What follows belongs to an exercise in optimizing a design on an open flow for small area, a short achievable clock period and few clock cycles per item; a production flow would make more cautious choices. Only simulation tests tie the RTL to the original design; equivalence was not proved. Power and IR drop assume default switching activity.

== job 101 ==
// tomasulo_core
module tomasulo_core (
  input  logic               clk,
  input  logic               rst_n,
  input  logic               instr_req,
  input  logic [11:0]        instr,
  output logic               instr_ack,
  output logic               cdb_valid,
  output logic [2:0]         cdb_dest,
  output logic [32-1:0] cdb_data,
  input  logic [2:0]         dbg_sel,
  output logic [32-1:0] dbg_data
);
  logic [8-2:0] rd_sel_d;
  logic [32-1:0] rd_data;
  logic               step_a;
  logic               step_b;
  logic [2:0]         wr_dest;
  logic               fwd_d;
  issue_ctrl issue_ctrl_inst (
    .clk       (clk),
    .rst_n     (rst_n),
    .instr_req (instr_req),
    .instr     (instr),
    .instr_ack (instr_ack),
    .rd_sel_d  (rd_sel_d),
    .step_a    (step_a),
    .step_b    (step_b),
    .wr_dest   (wr_dest),
    .fwd_d     (fwd_d)
  );
  reg_file reg_file_inst (
    .clk      (clk),
    .rst_n    (rst_n),
    .wr_en    (cdb_valid),
    .wr_dest  (cdb_dest),
    .wr_data  (cdb_data),
    .rd_sel_d (rd_sel_d),
    .fwd_d    (fwd_d),
    .rd_data  (rd_data),
    .dbg_sel  (dbg_sel),
    .dbg_data (dbg_data)
  );
  add_unit add_unit_inst (
    .clk       (clk),
    .rst_n     (rst_n),
    .step_b    (step_b),
    .fwd_d     (fwd_d),
    .wr_dest   (wr_dest),
    .rd_data   (rd_data),
    .cdb_valid (cdb_valid),
    .cdb_dest  (cdb_dest),
    .cdb_data  (cdb_data)
  );
endmodule
For scale: about 860 cells after synthesis, ~290 flip-flops, roughly 87 I/O pins, about 12,000 um^2 of cells after synthesis.
export LEC_CHECK = 0
export CAP_MARGIN = 20
export CORE_MARGIN = 2
export CORE_UTILIZATION = 60
export PLACE_DENSITY = 0.72
export SETUP_SLACK_MARGIN = 1.5
export SLEW_MARGIN = 20
create_clock -name core_clock -period 5.0 [get_ports {clk}]
standard.sh (not shown) runs the stock make flow with config.mk's settings and CLKGATE_MAP_FILE= SYNTH_SCRIPT=/design/flow/synth_recipe.tcl, a recipe that flattens the netlist after the stock synthesis.
==> flow/flow/run.sh <==
#!/bin/bash
# The standard layout with two changes: plain buffers (buf_1) on the ports
# in place of the delay cells that buffer_ports picks by default, and a clock
# tree built from larger sink clusters without dummy balancing loads.
# Each tool's output is kept in standard_flow.log here and in ORFS's own logs
# under orfs/logs.
set -euo pipefail
export BUFFER_PORTS_ARGS="-buffer_cell sky130_fd_sc_hd__buf_1"
export CTS_ARGS="-sink_clustering_enable -repair_clock_nets -dont_use_dummy_load -sink_clustering_size 30 -sink_clustering_max_diameter 150"
bash standard.sh > standard_flow.log 2>&1
Job 101 | stages: all done | timing, DRC, antenna: all pass
Testbench counts of job 101, summed over its fixed seeds: cycles 6,412, items 3,200.
Here is what was changed in the inputs of job 102 compared with job 101.
Settings: ABC_AREA now 1, previously not set; PLACE_DENSITY no longer set, was 0.72; SETUP_SLACK_MARGIN now 2.1, was 1.5.
### Flow results
- Looking only at relative area change from synthesis to final layout, and setting everything else aside, the higher value of job 102 and job 101 goes to job 102.
- Area after synthesis went up by a little under 10% going from job 101 to job 102.
- The final layout from job 102, which completed every stage, passed the timing, DRC and antenna checks at the end of the flow.
- Relative to job 101, slew at the pin with the worst max-slew slack has gone up in job 102.
Input-level comparison between job 103 and job 102:
Settings: SETUP_SLACK_MARGIN changed from 2.1 to 1.5; ABC_AREA removed (was 1); CORE_UTILIZATION changed from 60 to 70.
==> run summary <==
Diff job 102 -> job 103 | number of nets produced by synthesis | decrease of 488
What job 103 reported for area of the multi-input gates has to be multiplied by 1.2 to get the figure for job 102.
Lower total routed wirelength among job 102 and job 103: job 103
Sort job 102 and job 103 by routability congestion estimate, ascending, and job 102 comes first.
Job 103 reports a higher met1 global-route usage than job 102 does.
Against job 102, the final cell area of job 103 is lower.
Via count: job 103 < job 102
Here is what was changed in the inputs of job 104 compared with job 103.
Settings: CORE_UTILIZATION changed from 70 to 60; SETUP_SLACK_MARGIN changed from 1.5 to 1.6.
Results
- Slowest cell on the critical path: buf_6 -> job 103, nor2_4 -> job 104
- Taking job 103 as the reference, in job 104 clock group share of total power has remained practically unchanged; sum of internal, switching and leakage power has remained practically unchanged; flip-flop and latch area has remained practically unchanged; routed wire length has increased; number of nets in the final layout has increased.
- The count of filler cells inserted in the layout reported for job 104 is greater than that of job 103 by 343.
- Per the comparison of job 104 with job 103, global-route total usage across every layer fell by 4.0 points, met3 demand-to-capacity share in global routing fell by 0.76 points, final worst setup slack rose by 47 ps.

[separate check: timing with driven ports]
Ports are ideal in the flow. The routed layouts listed here were re-timed in OpenROAD.
Step 1, drivers: a clkbuf_16 drives clk and a buf_2 each remaining input, both assumed.
Step 2, shift: input delay + t, output delay - t, t = (earliest + latest rising clock arrival at the registers) / 2. This alone moves slack from input paths to output paths.
Slacks: no drivers / after step 1 / after step 2; pairs: no drivers / after step 1.
run	t (ns)	setup slack, ns	worst setup path after step 2	worst data-port slew with drivers (ns)
job 101	0.517	1.573 / 1.557 / 1.557	input to output	0.04
job 102	0.522	1.715 / 1.663 / 1.663	input to output	0.06
job 103	0.522	1.581 / 1.555 / 1.555	input to output	0.04
job 104	0.516	1.627 / 1.603 / 1.603	input to output	0.04
After both steps every run listed still meets setup and hold. The setup slack of job 102, which loses most, moves by -0.052 ns with the drivers and by -0.052 ns with both steps.
